What follows belongs to an exercise in optimizing a design on an open flow for small area, a short achievable clock period and few clock cycles per item; a production flow would make more cautious choices. No functional check of the RTL was part of any run shown here. Power figures rest on the tool's default switching activity, not on a simulated workload.

## flow/design.v (module list and top-level ports; edited modules follow where they fit)
// module mm_load_buffer: 108 lines
// module mm_pe_row: 1150 lines
// module mm_engine: 76 lines
// module mm_z_buffer: 31 lines
// module mm_top: 73 lines
module mm_top
(
  input  logic        clk_i,
  input  logic        rst_i,
  input  logic        in_valid_i,
  input  logic [35:0] in_beat_i,
  output logic        in_ready_o,
  output logic        z_valid_o,
  output logic [79:0] z_o,
  input  logic        z_ready_i,
  output logic        busy_o
);
  // ...
==> flow/run.sh <==
#!/bin/bash
# synth_recipe.tcl (not shown) runs the flow's synth.tcl, then flattens the netlist and writes it again
# the make line also repeats each setting of config.mk as NAME=value (left out here)
make -C /OpenROAD-flow-scripts/flow DESIGN_CONFIG=/design/flow/config.mk WORK_HOME=/design/flow/orfs CLKGATE_MAP_FILE= SYNTH_SCRIPT=/design/flow/synth_recipe.tcl finish
==> flow/config.mk <==
export PLATFORM = sky130hd
export DESIGN_NAME = mm_top
export DESIGN_NICKNAME = mm_top
export VERILOG_FILES = /design/flow/design.v
export SDC_FILE = /design/flow/constraint.sdc
export NUM_CORES = 4
export LEC_CHECK = 0
export CAP_MARGIN = 20
export CORE_MARGIN = 2
export CORE_UTILIZATION = 40
export CTS_CLUSTER_DIAMETER = 110
export CTS_CLUSTER_SIZE = 26
export SETUP_SLACK_MARGIN = 4.35
export SLEW_MARGIN = 20
==> flow/constraint.sdc <==
create_clock -name core_clock -period 7.0 [get_ports {clk_i}]
set_input_delay 1.4000 -clock core_clock [delete_from_list [all_inputs] [get_ports {clk_i}]]
set_output_delay 1.4000 -clock core_clock [all_outputs]
set_load 0.01 [all_outputs]
==> impl_metrics.tcl, run 1 <==
set metrics [dict create \
    layout.nets 2570 \
    clock-sinks 588 \
    startpoint_type "flip-flop" \
    place_area_um2 29630 \
    hold_viol 0 \
    ioPinCount 123 \
    dr_wl_met2_mm 30.74 \
    tap_cells 931 \
    ys_warn_count 4 \
    drt_iter0_drc 1744 \
    finalWorstSetupSlack_ns 4.312 \
    viasPerCell 5.351 \
    dominant-cell-class "sequential cells" \
    sh_seq_area_pct 48.75 \
    ys_top_cells_by_count "edfxtp_1, dfxtp_1, nand2_1, inv_1, nor2_1" \
    final_cell_mix "edfxtp_1, dfxtp_1, inv_1" \
    place_ws_ns 2.255 \
    largest_registers "i_load_buffer.x_q x128, i_engine.i_pe_row.cs1_q x120, i_z_buffer.z_q x72" \
    clkLatencyLatePin_ns 0.64 \
    cp.required_ns 5.60 \
    dp.cells 3211 \
    yosys.area.top_type_share_pct 35.96 \
    status "complete, no violations" \
    layout.cells.non_filler 3312 \
    seq_cell_power_mw 3.80 \
    r2r_slack_ns 4.34 \
    post_drt_wl_per_cell_um 19.75 \
    use_met2_pct 29.29 \
    p_sw_share_pct 20.80 \
    final-clk-cell-share_pct 2.976 \
    multi_input_gates 1402 \
    antenna_found_initial 0 \
    cp.depth 2 \
    min_path_cells 0 \
    wl_met3_mm 3.111 \
    grt_pass1_vias 16624 \
    ys_ff_latch 588 \
    slowest_delay_ns 0.43 \
    hold_ws_ns 0.3325 \
]
==> module mm_load_buffer, before the edit <==
module mm_load_buffer
(
  input  logic         clk_i,
  input  logic         rst_i,
  input  logic         in_valid_i,
  input  logic [35:0]  in_beat_i,
  output logic         in_ready_o,
  input  logic         hold_i,
  output logic         bx_o,
  output logic [1:0]   brow_o,
  output logic         bx_next_o,
  output logic [1:0]   brow_next_o,
  output logic [127:0] x_o,
  output logic [31:0]  w_o,
  output logic [31:0]  y_o,
  output logic         comp_o
);
  logic         bv_q;
  logic [35:0]  b_q;
  logic         sv_q;
  logic [35:0]  s_q;
  logic         rdy_q;
  logic [3:0]   fx_q;
  logic         fw_q;
  logic         fy_q;
  logic [127:0] x_q;
  logic [31:0]  w_q;
  logic [31:0]  y_q;
  logic [31:0]  we_q;
  logic [31:0]  ye_q;
  logic         acc;
  logic         bv_n;
  logic [35:0]  b_n;
  logic         sv_n;
  logic [1:0]   bk;
  logic [1:0]   br;
  logic [31:0]  bd;
  logic         isx, isw, isy, xwr;
  logic [3:0]   rowbit;
  logic [3:0]   fx_n;
  logic         comp;
  assign acc  = in_valid_i && rdy_q;
  assign bv_n = hold_i || sv_q || acc;
  assign b_n  = hold_i ? b_q : (sv_q ? s_q : in_beat_i);
  assign sv_n = hold_i && (sv_q || acc);
  always_ff @(posedge clk_i) begin
    if (rst_i) begin
      bv_q  <= 1'b0;
      sv_q  <= 1'b0;
      rdy_q <= 1'b1;
    end else begin
      bv_q  <= bv_n;
      sv_q  <= sv_n;
      rdy_q <= !sv_n;
    end
  end
  always_ff @(posedge clk_i) begin
    b_q <= b_n;
    if (acc && hold_i) s_q <= in_beat_i;
  end
  assign bk     = b_q[35:34];
  assign br     = b_q[33:32];
  assign bd     = b_q[31:0];
  assign isx    = bv_q && (bk == 2'd0);
  assign isw    = bv_q && (bk == 2'd1);
  assign isy    = bv_q && (bk == 2'd2);
  assign xwr    = isx && !hold_i;
  assign rowbit = 4'b0001 << br;
  assign fx_n   = fx_q | (xwr ? rowbit : 4'b0000);
  assign comp   = (&fx_n) && (fw_q || isw) && (fy_q || isy);
  always_ff @(posedge clk_i) begin
    if (rst_i) begin
      fx_q <= '0;
      fw_q <= 1'b0;
      fy_q <= 1'b0;
    end else if (comp) begin
      fx_q <= '0;
      fw_q <= 1'b0;
      fy_q <= 1'b0;
    end else begin
      fx_q <= fx_n;
      fw_q <= fw_q || isw;
      fy_q <= fy_q || isy;
    end
  end
  always_ff @(posedge clk_i) begin
    for (int j = 0; j < 4; j++) begin
      if (xwr && (br == 2'(j))) x_q[j*32 +: 32] <= bd;
    end
    if (isw) w_q <= bd;
    if (isy) y_q <= bd;
  end
  always_ff @(posedge clk_i) begin
    if (comp) begin
      we_q <= isw ? bd : w_q;
      ye_q <= isy ? bd : y_q;
    end
  end
  assign in_ready_o  = rdy_q;
  assign bx_o        = isx;
  assign brow_o      = br;
  assign bx_next_o   = bv_n && (b_n[35:34] == 2'd0);
  assign brow_next_o = b_n[33:32];
  assign x_o         = x_q;
  assign w_o         = we_q;
  assign y_o         = ye_q;
  assign comp_o      = comp;
endmodule
==> module mm_top, before the edit <==
module mm_top
(
  input  logic        clk_i,
  input  logic        rst_i,
  input  logic        in_valid_i,
  input  logic [35:0] in_beat_i,
  output logic        in_ready_o,
  output logic        z_valid_o,
  output logic [79:0] z_o,
  input  logic        z_ready_i,
  output logic        busy_o
);
  logic         hold;
  logic         bx;
  logic [1:0]   brow;
  logic         bx_next;
  logic [1:0]   brow_next;
  logic [127:0] x;
  logic [31:0]  w;
  logic [31:0]  y;
  logic         comp;
  logic         wr;
  logic         last;
  logic [1:0]   row;
  logic [19:0]  zrow;
  mm_load_buffer i_load_buffer (
    .clk_i       ( clk_i      ),
    .rst_i       ( rst_i      ),
    .in_valid_i  ( in_valid_i ),
    .in_beat_i   ( in_beat_i  ),
    .in_ready_o  ( in_ready_o ),
    .hold_i      ( hold       ),
    .bx_o        ( bx         ),
    .brow_o      ( brow       ),
    .bx_next_o   ( bx_next    ),
    .brow_next_o ( brow_next  ),
    .x_o         ( x          ),
    .w_o         ( w          ),
    .y_o         ( y          ),
    .comp_o      ( comp       )
  );
  mm_engine i_engine (
    .clk_i       ( clk_i      ),
    .rst_i       ( rst_i      ),
    .comp_i      ( comp       ),
    .bx_i        ( bx         ),
    .brow_i      ( brow       ),
    .bx_next_i   ( bx_next    ),
    .brow_next_i ( brow_next  ),
    .x_i         ( x          ),
    .w_i         ( w          ),
    .y_i         ( y          ),
    .zv_i        ( z_valid_o  ),
    .z_ready_i   ( z_ready_i  ),
    .hold_o      ( hold       ),
    .wr_o        ( wr         ),
    .last_o      ( last       ),
    .row_o       ( row        ),
    .z_o         ( zrow       )
  );
  mm_z_buffer i_z_buffer (
    .clk_i     ( clk_i     ),
    .rst_i     ( rst_i     ),
    .wr_i      ( wr        ),
    .last_i    ( last      ),
    .row_i     ( row       ),
    .z_i       ( zrow      ),
    .z_ready_i ( z_ready_i ),
    .z_valid_o ( z_valid_o ),
    .z_o       ( z_o       ),
    .busy_o    ( busy_o    )
  );
endmodule
==> run 2: changes to the inputs <==
--- a/flow/design.v
+++ b/flow/design.v
@@ -10,6 +10,4 @@
   output logic         bx_o,
   output logic [1:0]   brow_o,
-  output logic         bx_next_o,
-  output logic [1:0]   brow_next_o,
   output logic [127:0] x_o,
   output logic [31:0]  w_o,
@@ -37,5 +35,6 @@
   logic [1:0]   br;
   logic [31:0]  bd;
-  logic         isx, isw, isy, xwr;
+  logic         isx, isw, isy;
+  logic         take;
   logic [3:0]   rowbit;
   logic [3:0]   fx_n;
@@ -66,7 +65,7 @@
   assign isw    = bv_q && (bk == 2'd1);
   assign isy    = bv_q && (bk == 2'd2);
-  assign xwr    = isx && !hold_i;
+  assign take   = !hold_i;
   assign rowbit = 4'b0001 << br;
-  assign fx_n   = fx_q | (xwr ? rowbit : 4'b0000);
+  assign fx_n   = fx_q | (isx ? rowbit : 4'b0000);
   assign comp   = (&fx_n) && (fw_q || isw) && (fy_q || isy);
   always_ff @(posedge clk_i) begin
@@ -75,36 +74,36 @@
       fw_q <= 1'b0;
       fy_q <= 1'b0;
-    end else if (comp) begin
-      fx_q <= '0;
-      fw_q <= 1'b0;
-      fy_q <= 1'b0;
-    end else begin
-      fx_q <= fx_n;
-      fw_q <= fw_q || isw;
-      fy_q <= fy_q || isy;
+    end else if (take) begin
+      if (comp) begin
+        fx_q <= '0;
+        fw_q <= 1'b0;
+        fy_q <= 1'b0;
+      end else begin
+        fx_q <= fx_n;
+        fw_q <= fw_q || isw;
+        fy_q <= fy_q || isy;
+      end
     end
   end
   always_ff @(posedge clk_i) begin
     for (int j = 0; j < 4; j++) begin
-      if (xwr && (br == 2'(j))) x_q[j*32 +: 32] <= bd;
+      if (take && isx && (br == 2'(j))) x_q[j*32 +: 32] <= bd;
     end
-    if (isw) w_q <= bd;
-    if (isy) y_q <= bd;
+    if (take && isw) w_q <= bd;
+    if (take && isy) y_q <= bd;
   end
   always_ff @(posedge clk_i) begin
-    if (comp) begin
+    if (take && comp) begin
       we_q <= isw ? bd : w_q;
       ye_q <= isy ? bd : y_q;
     end
   end
-  assign in_ready_o  = rdy_q;
-  assign bx_o        = isx;
-  assign brow_o      = br;
-  assign bx_next_o   = bv_n && (b_n[35:34] == 2'd0);
-  assign brow_next_o = b_n[33:32];
-  assign x_o         = x_q;
-  assign w_o         = we_q;
-  assign y_o         = ye_q;
-  assign comp_o      = comp;
+  assign in_ready_o = rdy_q;
+  assign bx_o       = isx;
+  assign brow_o     = br;
+  assign x_o        = x_q;
+  assign w_o        = we_q;
+  assign y_o        = ye_q;
+  assign comp_o     = comp;
 endmodule
 `timescale 1ns/10ps
@@ -116,6 +115,6 @@
   output logic [19:0] z_o
 );
-  logic [119:0] cs1_q;
-  logic [41:0] cs2_q;
+  logic [84:0] cs1_q;
+  logic [32:0] cs2_q;
   logic bo1;
   logic bt2;
@@ -684,578 +683,524 @@
   logic s283;
   logic c284;
-  assign s283 = cs1_q[0] ^ cs1_q[1];
-  assign c284 = cs1_q[0] & cs1_q[1];
+  assign s283 = s177 ^ s179 ^ s181;
+  assign c284 = (s177 & s179) | (s177 & s181) | (s179 & s181);
   logic s285;
   logic c286;
-  assign s285 = cs1_q[3] ^ cs1_q[4] ^ cs1_q[5];
-  assign c286 = (cs1_q[3] & cs1_q[4]) | (cs1_q[3] & cs1_q[5]) | (cs1_q[4] & cs1_q[5]);
+  assign s285 = c178 ^ c180 ^ c182;
+  assign c286 = (c178 & c180) | (c178 & c182) | (c180 & c182);
   logic s287;
   logic c288;
-  assign s287 = cs1_q[6] ^ cs1_q[7] ^ cs1_q[8];
-  assign c288 = (cs1_q[6] & cs1_q[7]) | (cs1_q[6] & cs1_q[8]) | (cs1_q[7] & cs1_q[8]);
+  assign s287 = s183 ^ p92 ^ p136;
+  assign c288 = (s183 & p92) | (s183 & p136) | (p92 & p136);
   logic s289;
   logic c290;
-  assign s289 = cs1_q[9] ^ cs1_q[10] ^ cs1_q[11];
-  assign c290 = (cs1_q[9] & cs1_q[10]) | (cs1_q[9] & cs1_q[11]) | (cs1_q[10] & cs1_q[11]);
+  assign s289 = c184 ^ s185 ^ s187;
+  assign c290 = (c184 & s185) | (c184 & s187) | (s185 & s187);
   logic s291;
   logic c292;
-  assign s291 = cs1_q[12] ^ cs1_q[13] ^ cs1_q[14];
-  assign c292 = (cs1_q[12] & cs1_q[13]) | (cs1_q[12] & cs1_q[14]) | (cs1_q[13] & cs1_q[14]);
+  assign s291 = s189 ^ s191 ^ p146;
+  assign c292 = (s189 & s191) | (s189 & p146) | (s191 & p146);
   logic s293;
   logic c294;
-  assign s293 = cs1_q[15] ^ cs1_q[16] ^ cs1_q[17];
-  assign c294 = (cs1_q[15] & cs1_q[16]) | (cs1_q[15] & cs1_q[17]) | (cs1_q[16] & cs1_q[17]);
+  assign s293 = c186 ^ c188 ^ c190;
+  assign c294 = (c186 & c188) | (c186 & c190) | (c188 & c190);
   logic s295;
   logic c296;
-  assign s295 = cs1_q[18] ^ cs1_q[19] ^ cs1_q[20];
-  assign c296 = (cs1_q[18] & cs1_q[19]) | (cs1_q[18] & cs1_q[20]) | (cs1_q[19] & cs1_q[20]);
+  assign s295 = c192 ^ s193 ^ s195;
+  assign c296 = (c192 & s193) | (c192 & s195) | (s193 & s195);
   logic s297;
   logic c298;
-  assign s297 = cs1_q[22] ^ cs1_q[23] ^ cs1_q[24];
-  assign c298 = (cs1_q[22] & cs1_q[23]) | (cs1_q[22] & cs1_q[24]) | (cs1_q[23] & cs1_q[24]);
+  assign s297 = c194 ^ c196 ^ c198;
+  assign c298 = (c194 & c196) | (c194 & c198) | (c196 & c198);
   logic s299;
   logic c300;
-  assign s299 = cs1_q[25] ^ cs1_q[26] ^ cs1_q[27];
-  assign c300 = (cs1_q[25] & cs1_q[26]) | (cs1_q[25] & cs1_q[27]) | (cs1_q[26] & cs1_q[27]);
+  assign s299 = s199 ^ s201 ^ s203;
+  assign c300 = (s199 & s201) | (s199 & s203) | (s201 & s203);
   logic s301;
   logic c302;
-  assign s301 = cs1_q[28] ^ cs1_q[29] ^ cs1_q[30];
-  assign c302 = (cs1_q[28] & cs1_q[29]) | (cs1_q[28] & cs1_q[30]) | (cs1_q[29] & cs1_q[30]);
+  assign s301 = s205 ^ s207 ^ p148;
+  assign c302 = (s205 & s207) | (s205 & p148) | (s207 & p148);
   logic s303;
   logic c304;
-  assign s303 = cs1_q[32] ^ cs1_q[33] ^ cs1_q[34];
-  assign c304 = (cs1_q[32] & cs1_q[33]) | (cs1_q[32] & cs1_q[34]) | (cs1_q[33] & cs1_q[34]);
+  assign s303 = c200 ^ c202 ^ c204;
+  assign c304 = (c200 & c202) | (c200 & c204) | (c202 & c204);
   logic s305;
   logic c306;
-  assign s305 = cs1_q[35] ^ cs1_q[36] ^ cs1_q[37];
-  assign c306 = (cs1_q[35] & cs1_q[36]) | (cs1_q[35] & cs1_q[37]) | (cs1_q[36] & cs1_q[37]);
+  assign s305 = c206 ^ c208 ^ s209;
+  assign c306 = (c206 & c208) | (c206 & s209) | (c208 & s209);
   logic s307;
   logic c308;
-  assign s307 = cs1_q[38] ^ cs1_q[39] ^ cs1_q[40];
-  assign c308 = (cs1_q[38] & cs1_q[39]) | (cs1_q[38] & cs1_q[40]) | (cs1_q[39] & cs1_q[40]);
+  assign s307 = s211 ^ s213 ^ s215;
+  assign c308 = (s211 & s213) | (s211 & s215) | (s213 & s215);
   logic s309;
   logic c310;
-  assign s309 = cs1_q[42] ^ cs1_q[43] ^ cs1_q[44];
-  assign c310 = (cs1_q[42] & cs1_q[43]) | (cs1_q[42] & cs1_q[44]) | (cs1_q[43] & cs1_q[44]);
+  assign s309 = c210 ^ c212 ^ c214;
+  assign c310 = (c210 & c212) | (c210 & c214) | (c212 & c214);
   logic s311;
   logic c312;
-  assign s311 = cs1_q[45] ^ cs1_q[46] ^ cs1_q[47];
-  assign c312 = (cs1_q[45] & cs1_q[46]) | (cs1_q[45] & cs1_q[47]) | (cs1_q[46] & cs1_q[47]);
+  assign s311 = c216 ^ s217 ^ s219;
+  assign c312 = (c216 & s217) | (c216 & s219) | (s217 & s219);
   logic s313;
   logic c314;
-  assign s313 = cs1_q[48] ^ cs1_q[49];
-  assign c314 = cs1_q[48] & cs1_q[49];
+  assign s313 = s221 ^ s223 ^ s225;
+  assign c314 = (s221 & s223) | (s221 & s225) | (s223 & s225);
   logic s315;
   logic c316;
-  assign s315 = cs1_q[53] ^ cs1_q[54] ^ cs1_q[55];
-  assign c316 = (cs1_q[53] & cs1_q[54]) | (cs1_q[53] & cs1_q[55]) | (cs1_q[54] & cs1_q[55]);
+  assign s315 = c218 ^ c220 ^ c222;
+  assign c316 = (c218 & c220) | (c218 & c222) | (c220 & c222);
   logic s317;
   logic c318;
-  assign s317 = cs1_q[56] ^ cs1_q[57] ^ cs1_q[58];
-  assign c318 = (cs1_q[56] & cs1_q[57]) | (cs1_q[56] & cs1_q[58]) | (cs1_q[57] & cs1_q[58]);
+  assign s317 = c224 ^ c226 ^ c228;
+  assign c318 = (c224 & c226) | (c224 & c228) | (c226 & c228);
   logic s319;
   logic c320;
-  assign s319 = cs1_q[59] ^ cs1_q[60] ^ cs1_q[61];
-  assign c320 = (cs1_q[59] & cs1_q[60]) | (cs1_q[59] & cs1_q[61]) | (cs1_q[60] & cs1_q[61]);
+  assign s319 = c230 ^ s231 ^ s233;
+  assign c320 = (c230 & s231) | (c230 & s233) | (s231 & s233);
   logic s321;
   logic c322;
-  assign s321 = cs1_q[62] ^ cs1_q[63];
-  assign c322 = cs1_q[62] & cs1_q[63];
+  assign s321 = s235 ^ s237 ^ s239;
+  assign c322 = (s235 & s237) | (s235 & s239) | (s237 & s239);
   logic s323;
   logic c324;
-  assign s323 = cs1_q[66] ^ cs1_q[67] ^ cs1_q[68];
-  assign c324 = (cs1_q[66] & cs1_q[67]) | (cs1_q[66] & cs1_q[68]) | (cs1_q[67] & cs1_q[68]);
+  assign s323 = c232 ^ c234 ^ c236;
+  assign c324 = (c232 & c234) | (c232 & c236) | (c234 & c236);
   logic s325;
   logic c326;
-  assign s325 = cs1_q[69] ^ cs1_q[70] ^ cs1_q[71];
-  assign c326 = (cs1_q[69] & cs1_q[70]) | (cs1_q[69] & cs1_q[71]) | (cs1_q[70] & cs1_q[71]);
+  assign s325 = c238 ^ c240 ^ c242;
+  assign c326 = (c238 & c240) | (c238 & c242) | (c240 & c242);
   logic s327;
   logic c328;
-  assign s327 = cs1_q[72] ^ cs1_q[73] ^ cs1_q[74];
-  assign c328 = (cs1_q[72] & cs1_q[73]) | (cs1_q[72] & cs1_q[74]) | (cs1_q[73] & cs1_q[74]);
+  assign s327 = s243 ^ s245 ^ s247;
+  assign c328 = (s243 & s245) | (s243 & s247) | (s245 & s247);
   logic s329;
   logic c330;
-  assign s329 = cs1_q[75] ^ cs1_q[76] ^ cs1_q[77];
-  assign c330 = (cs1_q[75] & cs1_q[76]) | (cs1_q[75] & cs1_q[77]) | (cs1_q[76] & cs1_q[77]);
+  assign s329 = s249 ^ s251 ^ p161;
+  assign c330 = (s249 & s251) | (s249 & p161) | (s251 & p161);
   logic s331;
   logic c332;
-  assign s331 = cs1_q[79] ^ cs1_q[80] ^ cs1_q[81];
-  assign c332 = (cs1_q[79] & cs1_q[80]) | (cs1_q[79] & cs1_q[81]) | (cs1_q[80] & cs1_q[81]);
+  assign s331 = c244 ^ c246 ^ c248;
+  assign c332 = (c244 & c246) | (c244 & c248) | (c246 & c248);
   logic s333;
   logic c334;
-  assign s333 = cs1_q[82] ^ cs1_q[83] ^ cs1_q[84];
-  assign c334 = (cs1_q[82] & cs1_q[83]) | (cs1_q[82] & cs1_q[84]) | (cs1_q[83] & cs1_q[84]);
+  assign s333 = c250 ^ c252 ^ s253;
+  assign c334 = (c250 & c252) | (c250 & s253) | (c252 & s253);
   logic s335;
   logic c336;
-  assign s335 = cs1_q[85] ^ cs1_q[86];
-  assign c336 = cs1_q[85] & cs1_q[86];
+  assign s335 = s255 ^ s257 ^ s259;
+  assign c336 = (s255 & s257) | (s255 & s259) | (s257 & s259);
   logic s337;
   logic c338;
-  assign s337 = cs1_q[89] ^ cs1_q[90] ^ cs1_q[91];
-  assign c338 = (cs1_q[89] & cs1_q[90]) | (cs1_q[89] & cs1_q[91]) | (cs1_q[90] & cs1_q[91]);
+  assign s337 = c254 ^ c256 ^ c258;
+  assign c338 = (c254 & c256) | (c254 & c258) | (c256 & c258);
   logic s339;
   logic c340;
-  assign s339 = c284 ^ s285;
-  assign c340 = c284 & s285;
+  assign s339 = c260 ^ s261 ^ s263;
+  assign c340 = (c260 & s261) | (c260 & s263) | (s261 & s263);
   logic s341;
   logic c342;
-  assign s341 = c286 ^ c288 ^ s289;
-  assign c342 = (c286 & c288) | (c286 & s289) | (c288 & s289);
+  assign s341 = c262 ^ c264 ^ c266;
+  assign c342 = (c262 & c264) | (c262 & c266) | (c264 & c266);
   logic s343;
   logic c344;
-  assign s343 = c290 ^ c292 ^ s293;
-  assign c344 = (c290 & c292) | (c290 & s293) | (c292 & s293);
+  assign s343 = c268 ^ s269 ^ s271;
+  assign c344 = (c268 & s269) | (c268 & s271) | (s269 & s271);
   logic s345;
   logic c346;
-  assign s345 = s295 ^ cs1_q[21];
-  assign c346 = s295 & cs1_q[21];
+  assign s345 = c270 ^ c272 ^ c274;
+  assign c346 = (c270 & c272) | (c270 & c274) | (c272 & c274);
   logic s347;
   logic c348;
-  assign s347 = c294 ^ c296 ^ s297;
-  assign c348 = (c294 & c296) | (c294 & s297) | (c296 & s297);
+  assign s347 = s275 ^ s277 ^ p165;
+  assign c348 = (s275 & s277) | (s275 & p165) | (s277 & p165);
   logic s349;
   logic c350;
-  assign s349 = s299 ^ s301 ^ cs1_q[31];
-  assign c350 = (s299 & s301) | (s299 & cs1_q[31]) | (s301 & cs1_q[31]);
+  assign s349 = c276 ^ c278 ^ s279;
+  assign c350 = (c276 & c278) | (c276 & s279) | (c278 & s279);
   logic s351;
   logic c352;
-  assign s351 = c298 ^ c300 ^ c302;
-  assign c352 = (c298 & c300) | (c298 & c302) | (c300 & c302);
+  assign s351 = c280 ^ s281 ^ p176;
+  assign c352 = (c280 & s281) | (c280 & p176) | (s281 & p176);
   logic s353;
   logic c354;
-  assign s353 = s303 ^ s305 ^ s307;
-  assign c354 = (s303 & s305) | (s303 & s307) | (s305 & s307);
+  assign s353 = cs1_q[19] ^ cs1_q[20];
+  assign c354 = cs1_q[19] & cs1_q[20];
   logic s355;
   logic c356;
-  assign s355 = c304 ^ c306 ^ c308;
-  assign c356 = (c304 & c306) | (c304 & c308) | (c306 & c308);
+  assign s355 = cs1_q[26] ^ cs1_q[27] ^ cs1_q[28];
+  assign c356 = (cs1_q[26] & cs1_q[27]) | (cs1_q[26] & cs1_q[28]) | (cs1_q[27] & cs1_q[28]);
   logic s357;
   logic c358;
-  assign s357 = s309 ^ s311 ^ s313;
-  assign c358 = (s309 & s311) | (s309 & s313) | (s311 & s313);
+  assign s357 = cs1_q[29] ^ cs1_q[30];
+  assign c358 = cs1_q[29] & cs1_q[30];
   logic s359;
   logic c360;
-  assign s359 = cs1_q[50] ^ cs1_q[51];
-  assign c360 = cs1_q[50] & cs1_q[51];
+  assign s359 = cs1_q[34] ^ cs1_q[35] ^ cs1_q[36];
+  assign c360 = (cs1_q[34] & cs1_q[35]) | (cs1_q[34] & cs1_q[36]) | (cs1_q[35] & cs1_q[36]);
   logic s361;
   logic c362;
-  assign s361 = c310 ^ c312 ^ c314;
-  assign c362 = (c310 & c312) | (c310 & c314) | (c312 & c314);
+  assign s361 = cs1_q[37] ^ cs1_q[38] ^ cs1_q[39];
+  assign c362 = (cs1_q[37] & cs1_q[38]) | (cs1_q[37] & cs1_q[39]) | (cs1_q[38] & cs1_q[39]);
   logic s363;
   logic c364;
-  assign s363 = s315 ^ s317 ^ s319;
-  assign c364 = (s315 & s317) | (s315 & s319) | (s317 & s319);
+  assign s363 = cs1_q[42] ^ cs1_q[43] ^ cs1_q[44];
+  assign c364 = (cs1_q[42] & cs1_q[43]) | (cs1_q[42] & cs1_q[44]) | (cs1_q[43] & cs1_q[44]);
   logic s365;
   logic c366;
-  assign s365 = s321 ^ cs1_q[64] ^ cs1_q[65];
-  assign c366 = (s321 & cs1_q[64]) | (s321 & cs1_q[65]) | (cs1_q[64] & cs1_q[65]);
+  assign s365 = cs1_q[45] ^ cs1_q[46] ^ cs1_q[47];
+  assign c366 = (cs1_q[45] & cs1_q[46]) | (cs1_q[45] & cs1_q[47]) | (cs1_q[46] & cs1_q[47]);
   logic s367;
   logic c368;
-  assign s367 = c316 ^ c318 ^ c320;
-  assign c368 = (c316 & c318) | (c316 & c320) | (c318 & c320);
+  assign s367 = cs1_q[48] ^ cs1_q[49];
+  assign c368 = cs1_q[48] & cs1_q[49];
   logic s369;
   logic c370;
-  assign s369 = c322 ^ s323 ^ s325;
-  assign c370 = (c322 & s323) | (c322 & s325) | (s323 & s325);
+  assign s369 = cs1_q[51] ^ cs1_q[52] ^ cs1_q[53];
+  assign c370 = (cs1_q[51] & cs1_q[52]) | (cs1_q[51] & cs1_q[53]) | (cs1_q[52] & cs1_q[53]);
   logic s371;
   logic c372;
-  assign s371 = s327 ^ s329 ^ cs1_q[78];
-  assign c372 = (s327 & s329) | (s327 & cs1_q[78]) | (s329 & cs1_q[78]);
+  assign s371 = cs1_q[54] ^ cs1_q[55] ^ cs1_q[56];
+  assign c372 = (cs1_q[54] & cs1_q[55]) | (cs1_q[54] & cs1_q[56]) | (cs1_q[55] & cs1_q[56]);
   logic s373;
   logic c374;
-  assign s373 = c324 ^ c326 ^ c328;
-  assign c374 = (c324 & c326) | (c324 & c328) | (c326 & c328);
+  assign s373 = cs1_q[57] ^ cs1_q[58];
+  assign c374 = cs1_q[57] & cs1_q[58];
   logic s375;
   logic c376;
-  assign s375 = c330 ^ s331 ^ s333;
-  assign c376 = (c330 & s331) | (c330 & s333) | (s331 & s333);
+  assign s375 = cs1_q[59] ^ cs1_q[60] ^ cs1_q[61];
+  assign c376 = (cs1_q[59] & cs1_q[60]) | (cs1_q[59] & cs1_q[61]) | (cs1_q[60] & cs1_q[61]);
   logic s377;
   logic c378;
-  assign s377 = s335 ^ cs1_q[87] ^ cs1_q[88];
-  assign c378 = (s335 & cs1_q[87]) | (s335 & cs1_q[88]) | (cs1_q[87] & cs1_q[88]);
+  assign s377 = cs1_q[62] ^ cs1_q[63] ^ cs1_q[64];
+  assign c378 = (cs1_q[62] & cs1_q[63]) | (cs1_q[62] & cs1_q[64]) | (cs1_q[63] & cs1_q[64]);
   logic s379;
   logic c380;
-  assign s379 = c332 ^ c334 ^ c336;
-  assign c380 = (c332 & c334) | (c332 & c336) | (c334 & c336);
+  assign s379 = cs1_q[66] ^ cs1_q[67];
+  assign c380 = cs1_q[66] & cs1_q[67];
   logic s381;
   logic c382;
-  assign s381 = s337 ^ cs1_q[92] ^ cs1_q[93];
-  assign c382 = (s337 & cs1_q[92]) | (s337 & cs1_q[93]) | (cs1_q[92] & cs1_q[93]);
+  assign s381 = cs1_q[8] ^ cs1_q[9];
+  assign c382 = cs1_q[8] & cs1_q[9];
   logic s383;
   logic c384;
-  assign s383 = cs1_q[94] ^ cs1_q[95] ^ cs1_q[96];
-  assign c384 = (cs1_q[94] & cs1_q[95]) | (cs1_q[94] & cs1_q[96]) | (cs1_q[95] & cs1_q[96]);
+  assign s383 = cs1_q[13] ^ cs1_q[14] ^ cs1_q[15];
+  assign c384 = (cs1_q[13] & cs1_q[14]) | (cs1_q[13] & cs1_q[15]) | (cs1_q[14] & cs1_q[15]);
   logic s385;
   logic c386;
-  assign s385 = c338 ^ cs1_q[97] ^ cs1_q[98];
-  assign c386 = (c338 & cs1_q[97]) | (c338 & cs1_q[98]) | (cs1_q[97] & cs1_q[98]);
+  assign s385 = cs1_q[16] ^ cs1_q[17];
+  assign c386 = cs1_q[16] & cs1_q[17];
   logic s387;
   logic c388;
-  assign s387 = cs1_q[99] ^ cs1_q[100] ^ cs1_q[101];
-  assign c388 = (cs1_q[99] & cs1_q[100]) | (cs1_q[99] & cs1_q[101]) | (cs1_q[100] & cs1_q[101]);
+  assign s387 = s353 ^ cs1_q[21] ^ cs1_q[22];
+  assign c388 = (s353 & cs1_q[21]) | (s353 & cs1_q[22]) | (cs1_q[21] & cs1_q[22]);
   logic s389;
   logic c390;
-  assign s389 = cs1_q[102] ^ cs1_q[103];
-  assign c390 = cs1_q[102] & cs1_q[103];
+  assign s389 = cs1_q[23] ^ cs1_q[24] ^ cs1_q[25];
+  assign c390 = (cs1_q[23] & cs1_q[24]) | (cs1_q[23] & cs1_q[25]) | (cs1_q[24] & cs1_q[25]);
   logic s391;
   logic c392;
-  assign s391 = cs1_q[104] ^ cs1_q[105] ^ cs1_q[106];
-  assign c392 = (cs1_q[104] & cs1_q[105]) | (cs1_q[104] & cs1_q[106]) | (cs1_q[105] & cs1_q[106]);
+  assign s391 = c354 ^ s355 ^ s357;
+  assign c392 = (c354 & s355) | (c354 & s357) | (s355 & s357);
   logic s393;
   logic c394;
-  assign s393 = cs1_q[107] ^ cs1_q[108] ^ cs1_q[109];
-  assign c394 = (cs1_q[107] & cs1_q[108]) | (cs1_q[107] & cs1_q[109]) | (cs1_q[108] & cs1_q[109]);
+  assign s393 = cs1_q[31] ^ cs1_q[32] ^ cs1_q[33];
+  assign c394 = (cs1_q[31] & cs1_q[32]) | (cs1_q[31] & cs1_q[33]) | (cs1_q[32] & cs1_q[33]);
   logic s395;
   logic c396;
-  assign s395 = cs1_q[111] ^ cs1_q[112];
-  assign c396 = cs1_q[111] & cs1_q[112];
+  assign s395 = c356 ^ c358 ^ s359;
+  assign c396 = (c356 & c358) | (c356 & s359) | (c358 & s359);
   logic s397;
   logic c398;
-  assign s397 = c340 ^ s341;
-  assign c398 = c340 & s341;
+  assign s397 = s361 ^ cs1_q[40] ^ cs1_q[41];
+  assign c398 = (s361 & cs1_q[40]) | (s361 & cs1_q[41]) | (cs1_q[40] & cs1_q[41]);
   logic s399;
   logic c400;
-  assign s399 = c342 ^ s343 ^ s345;
-  assign c400 = (c342 & s343) | (c342 & s345) | (s343 & s345);
+  assign s399 = c360 ^ c362 ^ s363;
+  assign c400 = (c360 & c362) | (c360 & s363) | (c362 & s363);
   logic s401;
   logic c402;
-  assign s401 = c344 ^ c346 ^ s347;
-  assign c402 = (c344 & c346) | (c344 & s347) | (c346 & s347);
+  assign s401 = s365 ^ s367 ^ cs1_q[50];
+  assign c402 = (s365 & s367) | (s365 & cs1_q[50]) | (s367 & cs1_q[50]);
   logic s403;
   logic c404;
-  assign s403 = c348 ^ c350 ^ s351;
-  assign c404 = (c348 & c350) | (c348 & s351) | (c350 & s351);
+  assign s403 = c364 ^ c366 ^ c368;
+  assign c404 = (c364 & c366) | (c364 & c368) | (c366 & c368);
   logic s405;
   logic c406;
-  assign s405 = s353 ^ cs1_q[41];
-  assign c406 = s353 & cs1_q[41];
+  assign s405 = s369 ^ s371 ^ s373;
+  assign c406 = (s369 & s371) | (s369 & s373) | (s371 & s373);
   logic s407;
   logic c408;
-  assign s407 = c352 ^ c354 ^ s355;
-  assign c408 = (c352 & c354) | (c352 & s355) | (c354 & s355);
+  assign s407 = c370 ^ c372 ^ c374;
+  assign c408 = (c370 & c372) | (c370 & c374) | (c372 & c374);
   logic s409;
   logic c410;
-  assign s409 = s357 ^ s359 ^ cs1_q[52];
-  assign c410 = (s357 & s359) | (s357 & cs1_q[52]) | (s359 & cs1_q[52]);
+  assign s409 = s375 ^ s377 ^ cs1_q[65];
+  assign c410 = (s375 & s377) | (s375 & cs1_q[65]) | (s377 & cs1_q[65]);
   logic s411;
   logic c412;
-  assign s411 = c356 ^ c358 ^ c360;
-  assign c412 = (c356 & c358) | (c356 & c360) | (c358 & c360);
+  assign s411 = c376 ^ c378 ^ s379;
+  assign c412 = (c376 & c378) | (c376 & s379) | (c378 & s379);
   logic s413;
   logic c414;
-  assign s413 = s361 ^ s363 ^ s365;
-  assign c414 = (s361 & s363) | (s361 & s365) | (s363 & s365);
+  assign s413 = cs1_q[68] ^ cs1_q[69] ^ cs1_q[70];
+  assign c414 = (cs1_q[68] & cs1_q[69]) | (cs1_q[68] & cs1_q[70]) | (cs1_q[69] & cs1_q[70]);
   logic s415;
   logic c416;
-  assign s415 = c362 ^ c364 ^ c366;
-  assign c416 = (c362 & c364) | (c362 & c366) | (c364 & c366);
+  assign s415 = c380 ^ cs1_q[71] ^ cs1_q[72];
+  assign c416 = (c380 & cs1_q[71]) | (c380 & cs1_q[72]) | (cs1_q[71] & cs1_q[72]);
   logic s417;
   logic c418;
-  assign s417 = s367 ^ s369 ^ s371;
-  assign c418 = (s367 & s369) | (s367 & s371) | (s369 & s371);
+  assign s417 = cs1_q[73] ^ cs1_q[74] ^ cs1_q[75];
+  assign c418 = (cs1_q[73] & cs1_q[74]) | (cs1_q[73] & cs1_q[75]) | (cs1_q[74] & cs1_q[75]);
   logic s419;
   logic c420;
-  assign s419 = c368 ^ c370 ^ c372;
-  assign c420 = (c368 & c370) | (c368 & c372) | (c370 & c372);
+  assign s419 = cs1_q[76] ^ cs1_q[77] ^ cs1_q[78];
+  assign c420 = (cs1_q[76] & cs1_q[77]) | (cs1_q[76] & cs1_q[78]) | (cs1_q[77] & cs1_q[78]);
   logic s421;
   logic c422;
-  assign s421 = s373 ^ s375 ^ s377;
-  assign c422 = (s373 & s375) | (s373 & s377) | (s375 & s377);
+  assign s421 = cs1_q[79] ^ cs1_q[80];
+  assign c422 = cs1_q[79] & cs1_q[80];
   logic s423;
   logic c424;
-  assign s423 = c374 ^ c376 ^ c378;
-  assign c424 = (c374 & c376) | (c374 & c378) | (c376 & c378);
+  assign s423 = cs1_q[4] ^ cs1_q[5];
+  assign c424 = cs1_q[4] & cs1_q[5];
   logic s425;
   logic c426;
-  assign s425 = s379 ^ s381 ^ s383;
-  assign c426 = (s379 & s381) | (s379 & s383) | (s381 & s383);
+  assign s425 = s381 ^ cs1_q[10] ^ cs1_q[11];
+  assign c426 = (s381 & cs1_q[10]) | (s381 & cs1_q[11]) | (cs1_q[10] & cs1_q[11]);
   logic s427;
   logic c428;
-  assign s427 = c380 ^ c382 ^ c384;
-  assign c428 = (c380 & c382) | (c380 & c384) | (c382 & c384);
+  assign s427 = c382 ^ s383 ^ s385;
+  assign c428 = (c382 & s383) | (c382 & s385) | (s383 & s385);
   logic s429;
   logic c430;
-  assign s429 = s385 ^ s387 ^ s389;
-  assign c430 = (s385 & s387) | (s385 & s389) | (s387 & s389);
+  assign s429 = c384 ^ c386 ^ s387;
+  assign c430 = (c384 & c386) | (c384 & s387) | (c386 & s387);
   logic s431;
   logic c432;
-  assign s431 = c386 ^ c388 ^ c390;
-  assign c432 = (c386 & c388) | (c386 & c390) | (c388 & c390);
+  assign s431 = c388 ^ c390 ^ s391;
+  assign c432 = (c388 & c390) | (c388 & s391) | (c390 & s391);
   logic s433;
   logic c434;
-  assign s433 = s391 ^ s393 ^ cs1_q[110];
-  assign c434 = (s391 & s393) | (s391 & cs1_q[110]) | (s393 & cs1_q[110]);
+  assign s433 = c392 ^ c394 ^ s395;
+  assign c434 = (c392 & c394) | (c392 & s395) | (c394 & s395);
   logic s435;
   logic c436;
-  assign s435 = c392 ^ c394 ^ s395;
-  assign c436 = (c392 & c394) | (c392 & s395) | (c394 & s395);
+  assign s435 = c396 ^ c398 ^ s399;
+  assign c436 = (c396 & c398) | (c396 & s399) | (c398 & s399);
   logic s437;
   logic c438;
-  assign s437 = cs1_q[113] ^ cs1_q[114] ^ cs1_q[115];
-  assign c438 = (cs1_q[113] & cs1_q[114]) | (cs1_q[113] & cs1_q[115]) | (cs1_q[114] & cs1_q[115]);
+  assign s437 = c400 ^ c402 ^ s403;
+  assign c438 = (c400 & c402) | (c400 & s403) | (c402 & s403);
   logic s439;
   logic c440;
-  assign s439 = c396 ^ cs1_q[116] ^ cs1_q[117];
-  assign c440 = (c396 & cs1_q[116]) | (c396 & cs1_q[117]) | (cs1_q[116] & cs1_q[117]);
+  assign s439 = c404 ^ c406 ^ s407;
+  assign c440 = (c404 & c406) | (c404 & s407) | (c406 & s407);
   logic s441;
   logic c442;
-  assign s441 = c400 ^ s401;
-  assign c442 = c400 & s401;
+  assign s441 = c408 ^ c410 ^ s411;
+  assign c442 = (c408 & c410) | (c408 & s411) | (c410 & s411);
   logic s443;
   logic c444;
-  assign s443 = c402 ^ s403 ^ s405;
-  assign c444 = (c402 & s403) | (c402 & s405) | (s403 & s405);
+  assign s443 = c412 ^ c414 ^ s415;
+  assign c444 = (c412 & c414) | (c412 & s415) | (c414 & s415);
   logic s445;
   logic c446;
-  assign s445 = c404 ^ c406 ^ s407;
-  assign c446 = (c404 & c406) | (c404 & s407) | (c406 & s407);
+  assign s445 = c416 ^ c418 ^ s419;
+  assign c446 = (c416 & c418) | (c416 & s419) | (c418 & s419);
   logic s447;
   logic c448;
-  assign s447 = c408 ^ c410 ^ s411;
-  assign c448 = (c408 & c410) | (c408 & s411) | (c410 & s411);
+  assign s447 = c420 ^ c422 ^ cs1_q[81];
+  assign c448 = (c420 & c422) | (c420 & cs1_q[81]) | (c422 & cs1_q[81]);
   logic s449;
   logic c450;
-  assign s449 = c412 ^ c414 ^ s415;
-  assign c450 = (c412 & c414) | (c412 & s415) | (c414 & s415);
+  assign s449 = cs1_q[83] ^ cs1_q[84];
+  assign c450 = cs1_q[83] & cs1_q[84];
   logic s451;
   logic c452;
-  assign s451 = c416 ^ c418 ^ s419;
-  assign c452 = (c416 & c418) | (c416 & s419) | (c418 & s419);
+  assign s451 = cs1_q[1] ^ cs1_q[2];
+  assign c452 = cs1_q[1] & cs1_q[2];
   logic s453;
   logic c454;
-  assign s453 = c420 ^ c422 ^ s423;
-  assign c454 = (c420 & c422) | (c420 & s423) | (c422 & s423);
+  assign s453 = s423 ^ cs1_q[6] ^ cs1_q[7];
+  assign c454 = (s423 & cs1_q[6]) | (s423 & cs1_q[7]) | (cs1_q[6] & cs1_q[7]);
   logic s455;
   logic c456;
-  assign s455 = c424 ^ c426 ^ s427;
-  assign c456 = (c424 & c426) | (c424 & s427) | (c426 & s427);
+  assign s455 = c424 ^ s425 ^ cs1_q[12];
+  assign c456 = (c424 & s425) | (c424 & cs1_q[12]) | (s425 & cs1_q[12]);
   logic s457;
   logic c458;
-  assign s457 = c428 ^ c430 ^ s431;
-  assign c458 = (c428 & c430) | (c428 & s431) | (c430 & s431);
+  assign s457 = c426 ^ s427 ^ cs1_q[18];
+  assign c458 = (c426 & s427) | (c426 & cs1_q[18]) | (s427 & cs1_q[18]);
   logic s459;
   logic c460;
-  assign s459 = c432 ^ c434 ^ s435;
-  assign c460 = (c432 & c434) | (c432 & s435) | (c434 & s435);
+  assign s459 = c428 ^ s429 ^ s389;
+  assign c460 = (c428 & s429) | (c428 & s389) | (s429 & s389);
   logic s461;
   logic c462;
-  assign s461 = c436 ^ c438 ^ s439;
-  assign c462 = (c436 & c438) | (c436 & s439) | (c438 & s439);
+  assign s461 = c430 ^ s431 ^ s393;
+  assign c462 = (c430 & s431) | (c430 & s393) | (s431 & s393);
   logic s463;
   logic c464;
-  assign s463 = c440 ^ cs1_q[119];
-  assign c464 = c440 & cs1_q[119];
+  assign s463 = c432 ^ s433 ^ s397;
+  assign c464 = (c432 & s433) | (c432 & s397) | (s433 & s397);
   logic s465;
   logic c466;
-  assign s465 = cs2_q[12] ^ cs2_q[13];
-  assign c466 = cs2_q[12] & cs2_q[13];
+  assign s465 = c434 ^ s435 ^ s401;
+  assign c466 = (c434 & s435) | (c434 & s401) | (s435 & s401);
   logic s467;
   logic c468;
-  assign s467 = cs2_q[15] ^ cs2_q[16] ^ cs2_q[17];
-  assign c468 = (cs2_q[15] & cs2_q[16]) | (cs2_q[15] & cs2_q[17]) | (cs2_q[16] & cs2_q[17]);
+  assign s467 = c436 ^ s437 ^ s405;
+  assign c468 = (c436 & s437) | (c436 & s405) | (s437 & s405);
   logic s469;
   logic c470;
-  assign s469 = cs2_q[18] ^ cs2_q[19] ^ cs2_q[20];
-  assign c470 = (cs2_q[18] & cs2_q[19]) | (cs2_q[18] & cs2_q[20]) | (cs2_q[19] & cs2_q[20]);
+  assign s469 = c438 ^ s439 ^ s409;
+  assign c470 = (c438 & s439) | (c438 & s409) | (s439 & s409);
   logic s471;
   logic c472;
-  assign s471 = cs2_q[21] ^ cs2_q[22] ^ cs2_q[23];
-  assign c472 = (cs2_q[21] & cs2_q[22]) | (cs2_q[21] & cs2_q[23]) | (cs2_q[22] & cs2_q[23]);
+  assign s471 = c440 ^ s441 ^ s413;
+  assign c472 = (c440 & s441) | (c440 & s413) | (s441 & s413);
   logic s473;
   logic c474;
-  assign s473 = cs2_q[24] ^ cs2_q[25] ^ cs2_q[26];
-  assign c474 = (cs2_q[24] & cs2_q[25]) | (cs2_q[24] & cs2_q[26]) | (cs2_q[25] & cs2_q[26]);
+  assign s473 = c442 ^ s443 ^ s417;
+  assign c474 = (c442 & s443) | (c442 & s417) | (s443 & s417);
   logic s475;
   logic c476;
-  assign s475 = cs2_q[27] ^ cs2_q[28] ^ cs2_q[29];
-  assign c476 = (cs2_q[27] & cs2_q[28]) | (cs2_q[27] & cs2_q[29]) | (cs2_q[28] & cs2_q[29]);
+  assign s475 = c444 ^ s445 ^ s421;
+  assign c476 = (c444 & s445) | (c444 & s421) | (s445 & s421);
   logic s477;
   logic c478;
-  assign s477 = cs2_q[30] ^ cs2_q[31] ^ cs2_q[32];
-  assign c478 = (cs2_q[30] & cs2_q[31]) | (cs2_q[30] & cs2_q[32]) | (cs2_q[31] & cs2_q[32]);
+  assign s477 = c446 ^ s447 ^ cs1_q[82];
+  assign c478 = (c446 & s447) | (c446 & cs1_q[82]) | (s447 & cs1_q[82]);
   logic s479;
   logic c480;
-  assign s479 = cs2_q[33] ^ cs2_q[34] ^ cs2_q[35];
-  assign c480 = (cs2_q[33] & cs2_q[34]) | (cs2_q[33] & cs2_q[35]) | (cs2_q[34] & cs2_q[35]);
-  logic s481;
-  logic c482;
-  assign s481 = cs2_q[36] ^ cs2_q[37] ^ cs2_q[38];
-  assign c482 = (cs2_q[36] & cs2_q[37]) | (cs2_q[36] & cs2_q[38]) | (cs2_q[37] & cs2_q[38]);
-  logic s483;
-  logic c484;
-  assign s483 = cs2_q[39] ^ cs2_q[40] ^ 1'b1;
-  assign c484 = (cs2_q[39] & cs2_q[40]) | (cs2_q[39] & 1'b1) | (cs2_q[40] & 1'b1);
+  assign s479 = c448 ^ s449 ^ 1'b1;
+  assign c480 = (c448 & s449) | (c448 & 1'b1) | (s449 & 1'b1);
   always_ff @(posedge clk_i) begin
-    cs1_q[0] <= s177;
-    cs1_q[1] <= s179;
-    cs1_q[2] <= s181;
-    cs1_q[3] <= c178;
-    cs1_q[4] <= c180;
-    cs1_q[5] <= c182;
-    cs1_q[6] <= s183;
-    cs1_q[7] <= p92;
-    cs1_q[8] <= p136;
-    cs1_q[9] <= c184;
-    cs1_q[10] <= s185;
-    cs1_q[11] <= s187;
-    cs1_q[12] <= s189;
-    cs1_q[13] <= s191;
-    cs1_q[14] <= p146;
-    cs1_q[15] <= c186;
-    cs1_q[16] <= c188;
-    cs1_q[17] <= c190;
-    cs1_q[18] <= c192;
-    cs1_q[19] <= s193;
-    cs1_q[20] <= s195;
-    cs1_q[21] <= s197;
-    cs1_q[22] <= c194;
-    cs1_q[23] <= c196;
-    cs1_q[24] <= c198;
-    cs1_q[25] <= s199;
-    cs1_q[26] <= s201;
-    cs1_q[27] <= s203;
-    cs1_q[28] <= s205;
-    cs1_q[29] <= s207;
-    cs1_q[30] <= p148;
-    cs1_q[31] <= p157;
-    cs1_q[32] <= c200;
-    cs1_q[33] <= c202;
-    cs1_q[34] <= c204;
-    cs1_q[35] <= c206;
-    cs1_q[36] <= c208;
-    cs1_q[37] <= s209;
-    cs1_q[38] <= s211;
-    cs1_q[39] <= s213;
-    cs1_q[40] <= s215;
-    cs1_q[41] <= p158;
-    cs1_q[42] <= c210;
-    cs1_q[43] <= c212;
-    cs1_q[44] <= c214;
-    cs1_q[45] <= c216;
-    cs1_q[46] <= s217;
-    cs1_q[47] <= s219;
-    cs1_q[48] <= s221;
-    cs1_q[49] <= s223;
-    cs1_q[50] <= s225;
-    cs1_q[51] <= s227;
-    cs1_q[52] <= s229;
-    cs1_q[53] <= c218;
-    cs1_q[54] <= c220;
-    cs1_q[55] <= c222;
-    cs1_q[56] <= c224;
-    cs1_q[57] <= c226;
-    cs1_q[58] <= c228;
-    cs1_q[59] <= c230;
-    cs1_q[60] <= s231;
-    cs1_q[61] <= s233;
-    cs1_q[62] <= s235;
-    cs1_q[63] <= s237;
-    cs1_q[64] <= s239;
-    cs1_q[65] <= s241;
-    cs1_q[66] <= c232;
-    cs1_q[67] <= c234;
-    cs1_q[68] <= c236;
-    cs1_q[69] <= c238;
-    cs1_q[70] <= c240;
-    cs1_q[71] <= c242;
-    cs1_q[72] <= s243;
-    cs1_q[73] <= s245;
-    cs1_q[74] <= s247;
-    cs1_q[75] <= s249;
-    cs1_q[76] <= s251;
-    cs1_q[77] <= p161;
-    cs1_q[78] <= p170;
-    cs1_q[79] <= c244;
-    cs1_q[80] <= c246;
-    cs1_q[81] <= c248;
-    cs1_q[82] <= c250;
-    cs1_q[83] <= c252;
-    cs1_q[84] <= s253;
-    cs1_q[85] <= s255;
-    cs1_q[86] <= s257;
-    cs1_q[87] <= s259;
-    cs1_q[88] <= p171;
-    cs1_q[89] <= c254;
-    cs1_q[90] <= c256;
-    cs1_q[91] <= c258;
-    cs1_q[92] <= c260;
-    cs1_q[93] <= s261;
-    cs1_q[94] <= s263;
-    cs1_q[95] <= s265;
-    cs1_q[96] <= s267;
-    cs1_q[97] <= c262;
-    cs1_q[98] <= c264;
-    cs1_q[99] <= c266;
-    cs1_q[100] <= c268;
-    cs1_q[101] <= s269;
-    cs1_q[102] <= s271;
-    cs1_q[103] <= s273;
-    cs1_q[104] <= c270;
-    cs1_q[105] <= c272;
-    cs1_q[106] <= c274;
-    cs1_q[107] <= s275;
-    cs1_q[108] <= s277;
-    cs1_q[109] <= p165;
-    cs1_q[110] <= p174;
-    cs1_q[111] <= c276;
-    cs1_q[112] <= c278;
-    cs1_q[113] <= s279;
-    cs1_q[114] <= p131;
-    cs1_q[115] <= p175;
-    cs1_q[116] <= c280;
-    cs1_q[117] <= s281;
-    cs1_q[118] <= p176;
-    cs1_q[119] <= c282;
+    cs1_q[0] <= s283;
+    cs1_q[1] <= c284;
+    cs1_q[2] <= s285;
+    cs1_q[3] <= s287;
+    cs1_q[4] <= c286;
+    cs1_q[5] <= c288;
+    cs1_q[6] <= s289;
+    cs1_q[7] <= s291;
+    cs1_q[8] <= c290;
+    cs1_q[9] <= c292;
+    cs1_q[10] <= s293;
+    cs1_q[11] <= s295;
+    cs1_q[12] <= s197;
+    cs1_q[13] <= c294;
+    cs1_q[14] <= c296;
+    cs1_q[15] <= s297;
+    cs1_q[16] <= s299;
+    cs1_q[17] <= s301;
+    cs1_q[18] <= p157;
+    cs1_q[19] <= c298;
+    cs1_q[20] <= c300;
+    cs1_q[21] <= c302;
+    cs1_q[22] <= s303;
+    cs1_q[23] <= s305;
+    cs1_q[24] <= s307;
+    cs1_q[25] <= p158;
+    cs1_q[26] <= c304;
+    cs1_q[27] <= c306;
+    cs1_q[28] <= c308;
+    cs1_q[29] <= s309;
+    cs1_q[30] <= s311;
+    cs1_q[31] <= s313;
+    cs1_q[32] <= s227;
+    cs1_q[33] <= s229;
+    cs1_q[34] <= c310;
+    cs1_q[35] <= c312;
+    cs1_q[36] <= c314;
+    cs1_q[37] <= s315;
+    cs1_q[38] <= s317;
+    cs1_q[39] <= s319;
+    cs1_q[40] <= s321;
+    cs1_q[41] <= s241;
+    cs1_q[42] <= c316;
+    cs1_q[43] <= c318;
+    cs1_q[44] <= c320;
+    cs1_q[45] <= c322;
+    cs1_q[46] <= s323;
+    cs1_q[47] <= s325;
+    cs1_q[48] <= s327;
+    cs1_q[49] <= s329;
+    cs1_q[50] <= p170;
+    cs1_q[51] <= c324;
+    cs1_q[52] <= c326;
+    cs1_q[53] <= c328;
+    cs1_q[54] <= c330;
+    cs1_q[55] <= s331;
+    cs1_q[56] <= s333;
+    cs1_q[57] <= s335;
+    cs1_q[58] <= p171;
+    cs1_q[59] <= c332;
+    cs1_q[60] <= c334;
+    cs1_q[61] <= c336;
+    cs1_q[62] <= s337;
+    cs1_q[63] <= s339;
+    cs1_q[64] <= s265;
+    cs1_q[65] <= s267;
+    cs1_q[66] <= c338;
+    cs1_q[67] <= c340;
+    cs1_q[68] <= s341;
+    cs1_q[69] <= s343;
+    cs1_q[70] <= s273;
+    cs1_q[71] <= c342;
+    cs1_q[72] <= c344;
+    cs1_q[73] <= s345;
+    cs1_q[74] <= s347;
+    cs1_q[75] <= p174;
+    cs1_q[76] <= c346;
+    cs1_q[77] <= c348;
+    cs1_q[78] <= s349;
+    cs1_q[79] <= p131;
+    cs1_q[80] <= p175;
+    cs1_q[81] <= c350;
+    cs1_q[82] <= s351;
+    cs1_q[83] <= c352;
+    cs1_q[84] <= c282;
   end
   always_ff @(posedge clk_i) begin
-    cs2_q[0] <= s283;
-    cs2_q[1] <= cs1_q[2];
-    cs2_q[2] <= s339;
-    cs2_q[3] <= s287;
-    cs2_q[4] <= s397;
-    cs2_q[5] <= s291;
-    cs2_q[6] <= c398;
-    cs2_q[7] <= s399;
-    cs2_q[8] <= s441;
-    cs2_q[9] <= s349;
-    cs2_q[10] <= c442;
-    cs2_q[11] <= s443;
-    cs2_q[12] <= c444;
-    cs2_q[13] <= s445;
-    cs2_q[14] <= s409;
-    cs2_q[15] <= c446;
-    cs2_q[16] <= s447;
-    cs2_q[17] <= s413;
-    cs2_q[18] <= c448;
-    cs2_q[19] <= s449;
-    cs2_q[20] <= s417;
-    cs2_q[21] <= c450;
-    cs2_q[22] <= s451;
-    cs2_q[23] <= s421;
-    cs2_q[24] <= c452;
-    cs2_q[25] <= s453;
-    cs2_q[26] <= s425;
-    cs2_q[27] <= c454;
-    cs2_q[28] <= s455;
-    cs2_q[29] <= s429;
-    cs2_q[30] <= c456;
-    cs2_q[31] <= s457;
-    cs2_q[32] <= s433;
-    cs2_q[33] <= c458;
-    cs2_q[34] <= s459;
-    cs2_q[35] <= s437;
-    cs2_q[36] <= c460;
-    cs2_q[37] <= s461;
-    cs2_q[38] <= cs1_q[118];
-    cs2_q[39] <= c462;
-    cs2_q[40] <= s463;
-    cs2_q[41] <= c464;
+    cs2_q[0] <= cs1_q[0];
+    cs2_q[1] <= s451;
+    cs2_q[2] <= cs1_q[3];
+    cs2_q[3] <= c452;
+    cs2_q[4] <= s453;
+    cs2_q[5] <= c454;
+    cs2_q[6] <= s455;
+    cs2_q[7] <= c456;
+    cs2_q[8] <= s457;
+    cs2_q[9] <= c458;
+    cs2_q[10] <= s459;
+    cs2_q[11] <= c460;
+    cs2_q[12] <= s461;
+    cs2_q[13] <= c462;
+    cs2_q[14] <= s463;
+    cs2_q[15] <= c464;
+    cs2_q[16] <= s465;
+    cs2_q[17] <= c466;
+    cs2_q[18] <= s467;
+    cs2_q[19] <= c468;
+    cs2_q[20] <= s469;
+    cs2_q[21] <= c470;
+    cs2_q[22] <= s471;
+    cs2_q[23] <= c472;
+    cs2_q[24] <= s473;
+    cs2_q[25] <= c474;
+    cs2_q[26] <= s475;
+    cs2_q[27] <= c476;
+    cs2_q[28] <= s477;
+    cs2_q[29] <= c478;
+    cs2_q[30] <= s479;
+    cs2_q[31] <= c480;
+    cs2_q[32] <= c450;
   end
-  logic [17:0] ra, rb;
-  assign ra = {1'b1, c484, c482, c480, c478, c476, c474, c472, c470, c468, c466, s465, cs2_q[10], cs2_q[8], cs2_q[6], cs2_q[4], cs2_q[2], cs2_q[0]};
-  assign rb = {1'b0, cs2_q[41], s483, s481, s479, s477, s475, s473, s471, s469, s467, cs2_q[14], cs2_q[11], cs2_q[9], cs2_q[7], cs2_q[5], cs2_q[3], cs2_q[1]};
-  logic [17:0] zs;
-  assign zs = ra + rb;
-  assign z_o = {{2{zs[17]}}, zs};
+  logic [19:0] ra, rb;
+  assign ra = {1'b1, 1'b1, 1'b1, cs2_q[31], cs2_q[29], cs2_q[27], cs2_q[25], cs2_q[23], cs2_q[21], cs2_q[19], cs2_q[17], cs2_q[15], cs2_q[13], cs2_q[11], cs2_q[9], cs2_q[7], cs2_q[5], cs2_q[3], cs2_q[1], cs2_q[0]};
+  assign rb = {1'b0, 1'b0, 1'b0, cs2_q[32], cs2_q[30], cs2_q[28], cs2_q[26], cs2_q[24], cs2_q[22], cs2_q[20], cs2_q[18], cs2_q[16], cs2_q[14], cs2_q[12], cs2_q[10], cs2_q[8], cs2_q[6], cs2_q[4], cs2_q[2], 1'b0};
+  assign z_o = ra + rb;
 endmodule
 `timescale 1ns/10ps
@@ -1267,6 +1212,4 @@
   input  logic         bx_i,
   input  logic [1:0]   brow_i,
-  input  logic         bx_next_i,
-  input  logic [1:0]   brow_next_i,
   input  logic [127:0] x_i,
   input  logic [31:0]  w_i,
@@ -1281,55 +1224,76 @@
 );
   logic [3:0]    pend_q;
-  logic [3:0]    sel_q;
+  logic          xv_q;
+  logic          xfirst_q;
+  logic          xlast_q;
+  logic [1:0]    xrow_q;
+  logic [31:0]   xr_q;
   logic          v1_q, v2_q;
   logic          last1_q, last2_q;
   logic [1:0]    row1_q, row2_q;
-  logic          unstarted, go;
-  logic [3:0]    pend_n, rowbit_n, lowest_n, sel_n;
+  logic          consume, rd, prio, hold_x, hold_c, hold;
+  logic [3:0]    rowbit, lowest, sel, pend_left;
   logic [1:0]    sel_idx;
-  logic [31:0]   xr;
+  logic [31:0]   xsel;
   logic [7:0]    yr;
-  assign unstarted = (pend_q == 4'hF);
-  assign go        = (|pend_q) &&
-                     (!unstarted || (!v1_q && !v2_q && (!zv_i || z_ready_i)));
-  assign hold_o    = bx_i && ((pend_q & (4'b0001 << brow_i)) != 4'b0000) && !go;
-  assign pend_n    = comp_i ? 4'hF : (go ? (pend_q & ~sel_q) : pend_q);
-  assign rowbit_n  = 4'b0001 << brow_next_i;
-  assign lowest_n  = pend_n & (~pend_n + 4'd1);
-  assign sel_n     = (bx_next_i && ((pend_n & rowbit_n) != 4'b0000)) ? rowbit_n : lowest_n;
-  assign sel_idx   = {sel_q[3] | sel_q[2], sel_q[3] | sel_q[1]};
+  assign consume   = xv_q && (!xfirst_q || (!v1_q && !v2_q && (!zv_i || z_ready_i)));
+  assign rd        = (|pend_q) && (!xv_q || consume);
+  assign rowbit    = 4'b0001 << brow_i;
+  assign prio      = bx_i && ((pend_q & rowbit) != 4'b0000);
+  assign lowest    = pend_q & (~pend_q + 4'd1);
+  assign sel       = prio ? rowbit : lowest;
+  assign sel_idx   = {sel[3] | sel[2], sel[3] | sel[1]};
+  assign pend_left = pend_q & ~sel;
+  assign hold_x    = prio && !rd;
+  assign hold_c    = comp_i && !((pend_q == 4'b0000) && (!xv_q || consume));
+  assign hold      = hold_x || hold_c;
+  assign hold_o    = hold;
   always_ff @(posedge clk_i) begin
     if (rst_i) begin
       pend_q <= '0;
+      xv_q   <= 1'b0;
       v1_q   <= 1'b0;
       v2_q   <= 1'b0;
     end else begin
-      pend_q <= pend_n;
-      v1_q   <= go;
-      v2_q   <= v1_q;
+      if (comp_i && !hold) pend_q <= 4'hF;
+      else if (rd)         pend_q <= pend_left;
+      xv_q <= rd || (xv_q && !consume);
+      v1_q <= consume;
+      v2_q <= v1_q;
+    end
+  end
+  always_comb begin
+    xsel = '0;
+    for (int j = 0; j < 4; j++) begin
+      xsel = xsel | (x_i[j*32 +: 32] & {32{sel[j]}});
     end
   end
   always_ff @(posedge clk_i) begin
-    sel_q   <= sel_n;
-    row1_q  <= sel_idx;
-    last1_q <= (pend_q & ~sel_q) == 4'b0000;
-    row2_q  <= row1_q;
-    last2_q <= last1_q;
+    if (rd) begin
+      xr_q     <= xsel;
+      xrow_q   <= sel_idx;
+      xfirst_q <= (pend_q == 4'hF);
+      xlast_q  <= (pend_left == 4'b0000);
+    end
   end
   always_comb begin
-    xr = '0;
     yr = '0;
     for (int j = 0; j < 4; j++) begin
-      xr = xr | (x_i[j*32 +: 32] & {32{sel_q[j]}});
-      yr = yr | (y_i[j*8 +: 8] & {8{sel_q[j]}});
+      yr = yr | (y_i[j*8 +: 8] & {8{xrow_q == 2'(j)}});
     end
   end
   mm_pe_row i_pe_row (
     .clk_i ( clk_i ),
-    .x_i   ( xr    ),
+    .x_i   ( xr_q  ),
     .w_i   ( w_i   ),
     .y_i   ( yr    ),
     .z_o   ( z_o   )
   );
+  always_ff @(posedge clk_i) begin
+    row1_q  <= xrow_q;
+    last1_q <= xlast_q;
+    row2_q  <= row1_q;
+    last2_q <= last1_q;
+  end
   assign wr_o   = v2_q;
   assign last_o = v2_q && last2_q;
@@ -1384,6 +1348,4 @@
   logic         bx;
   logic [1:0]   brow;
-  logic         bx_next;
-  logic [1:0]   brow_next;
   logic [127:0] x;
   logic [31:0]  w;
@@ -1403,6 +1365,4 @@
     .bx_o        ( bx         ),
     .brow_o      ( brow       ),
-    .bx_next_o   ( bx_next    ),
-    .brow_next_o ( brow_next  ),
     .x_o         ( x          ),
     .w_o         ( w          ),
@@ -1416,6 +1376,4 @@
     .bx_i        ( bx         ),
     .brow_i      ( brow       ),
-    .bx_next_i   ( bx_next    ),
-    .brow_next_i ( brow_next  ),
     .x_i         ( x          ),
     .w_i         ( w          ),
--- a/flow/config.mk
+++ b/flow/config.mk
@@ -9,6 +9,4 @@
 export CORE_MARGIN = 2
 export CORE_UTILIZATION = 40
-export CTS_CLUSTER_DIAMETER = 110
-export CTS_CLUSTER_SIZE = 26
-export SETUP_SLACK_MARGIN = 4.35
+export SETUP_SLACK_MARGIN = 4.5
 export SLEW_MARGIN = 20
==> impl_metrics.tcl, run 2 <==
set metrics [dict create \
    cp_data_arrival_time_ns 3.15 \
    final_cell_mix "edfxtp_1, nand2_1, buf_4" \
    synth_top_family_by_area "adder cells" \
    largest_reg_flops 128 \
    synth_area_um2 27700 \
    worst-path-buf-inv 5 \
    syn_avg_cell_area_um2 12.21 \
    viasPerCell 5.323 \
    drive_gt1_share_pct 26.91 \
    clkLatencyLatePin_ns 0.65 \
    largest_registers "i_load_buffer.x_q x128, i_engine.i_pe_row.cs1_q x85, i_z_buffer.z_q x76" \
    dieHeight_um 267.2 \
    drc_errors 0 \
    fp.dieW_um 267.2 \
    ys_types 67 \
    crit_top_cell "buf_12" \
    rsz0062_at_grt "yes" \
    hold_ws_ns 0.3297 \
    synth-compound-area-share_pct 10.38 \
    antenna_found_initial 0 \
    cts_tree "done" \
    post-route-period-util_pct 39.70 \
    leakage_nw 13.28 \
    cts-root-buf "clkbuf_16" \
    grt_overflow 0 \
    drt_pre_antenna_iters 5 \
    cp.required_ns 7.37 \
    top_register "i_load_buffer.x_q" \
    synthXorXnorAreaFrac_pct 1.107 \
    yosys.area.top_type_share_pct 47.70 \
    cp_slowest_cell "or4b_1" \
    num_vias 18959 \
    synthMuxAreaShare_pct 4.458 \
    setup-violations-final 0 \
    hold_viol 0 \
    synthCells 2268 \
    dieArea_um2 71370 \
    post_drt_wl_per_cell_um 20.67 \
    yosys.area.top_type "edfxtp_1" \
    crit_path_end_kind "flip-flop" \
    ys_top_cells_by_count "edfxtp_1, nand2_1, inv_1, dfxtp_1, fa_1" \
    rows 96 \
    dp.cells 3168 \
    final_common_cell "edfxtp_1" \
    ys.flop_type "edfxtp_1" \
    grt_pass1_vias 18423 \
    n_fill_cell 5809 \
    worstSetupPathType "reg2reg" \
    layout.cells.non_filler 3562 \
    drt_iter0_drc 1440 \
    clock-sinks 581 \
    irDropWorstVdd_mv 0.2109 \
    startpoint_type "flip-flop" \
    status "complete, no violations" \
    ys_top_cells_by_area "edfxtp_1, dfxtp_1, fa_1" \
    cpLargestDelayFamily "simple AND/OR/NAND/NOR gates" \
    grt_use_total_pct 20.03 \
    yosysMostFrequentCell "edfxtp_1" \
    layout.nets 2792 \
    yosysSeqAreaShare_pct 57.89 \
    cts_hold_buf 0 \
    ioPinCount 123 \
    synthSimpleGateAreaFrac_pct 9.382 \
    power_mw 6.924 \
    slew_headroom_pct 29.81 \
    synthAdderAreaFrac_pct 12.15 \
    io_buffers 122 \
    ys_ff_latch 581 \
    synth-edff-count 440 \
    ys_warn_count 4 \
    slowest_delay_ns 0.50 \
]
## run 2: worst register-to-register path, delay by kind of cell (launching register included)
kind                   cells  cell delay [ns]
AOI/OAI and AO/OA          2             0.62
buffers and inverters      5             0.62
DFF                        1             0.41
and+or+nand+nor            3             0.84
## run 2: stage by stage
step	setup WS (ns)	cell area [um^2]
floorplan	3.409	27850
global placement	2.475	29700
detailed placement	2.423	29740
CTS	4.186	33980
global route	4.156	35090
finish	4.221	35090
## run 2: where the power goes
group | internal, mW | switching [mW]
sequential | 3.71 | 0.0328
clock | 1.77 | 1.33
combinational | 0.0453 | 0.0380
## run 2: timing repair
item                       CTS  global route
gates cloned                19             8
setup endpoints to repair  592           522
pin swaps                   38            53
gates resized for setup    481           143
setup buffers              204            52
## run 2: cell type report
class | count | share of cell area, %
clock inverters | 25 | 0.7844
clock buffers | 86 | 4.731
repair inverters | 2 | 0.03566
repair buffers | 411 | 11.12
multi-input cells | 1363 | 32.51
inverters | 163 | 1.776
well taps | 931 | 3.320
flip-flops and latches | 581 | 45.72
## run 2: worst paths after layout
path                                    from                              end  slack [ns]  cells past startpoint
max          i_load_buffer.b_q[32]$_DFFE_PN_  i_load_buffer.s_q[26]$_DFFE_PP_        4.22                     10
min                 i_engine.last1_q$_DFF_P_         i_engine.last2_q$_DFF_P_        0.33                      0
max reg2reg  i_load_buffer.b_q[32]$_DFFE_PN_  i_load_buffer.s_q[26]$_DFFE_PP_        4.22                     10
min reg2reg         i_engine.last1_q$_DFF_P_         i_engine.last2_q$_DFF_P_        0.33                      0
## run 2: cells by family after synthesis
kind of cell             count (synthesis)
AND/OR/NAND/NOR                        570
adder cells (fa/ha/maj)                192
multiplexers                           103
XOR/XNOR                                35
flip-flops                             581
AO/OA/AOI/OAI                          454
buffers and inverters                  333
## run 2: per-layer routing
layer | part of all wire (%) | track usage, % | vias up
li1 | - | - | 8735
met1 | 41 | 25.68 | 9390
met2 | 50 | 35.08 | 704
met3 | 5.4 | 2.280 | 130
met4 | 3.7 | 7.060 | 0
met5 | 0 | 0 | -

Setup slack of run 2, layout unchanged: 4.221 ns with ideal ports, 4.221 ns with driving cells assumed (clock clkbuf_16, inputs buf_2), 3.722 ns with port delays also shifted by the 0.688 ns mid clock arrival.
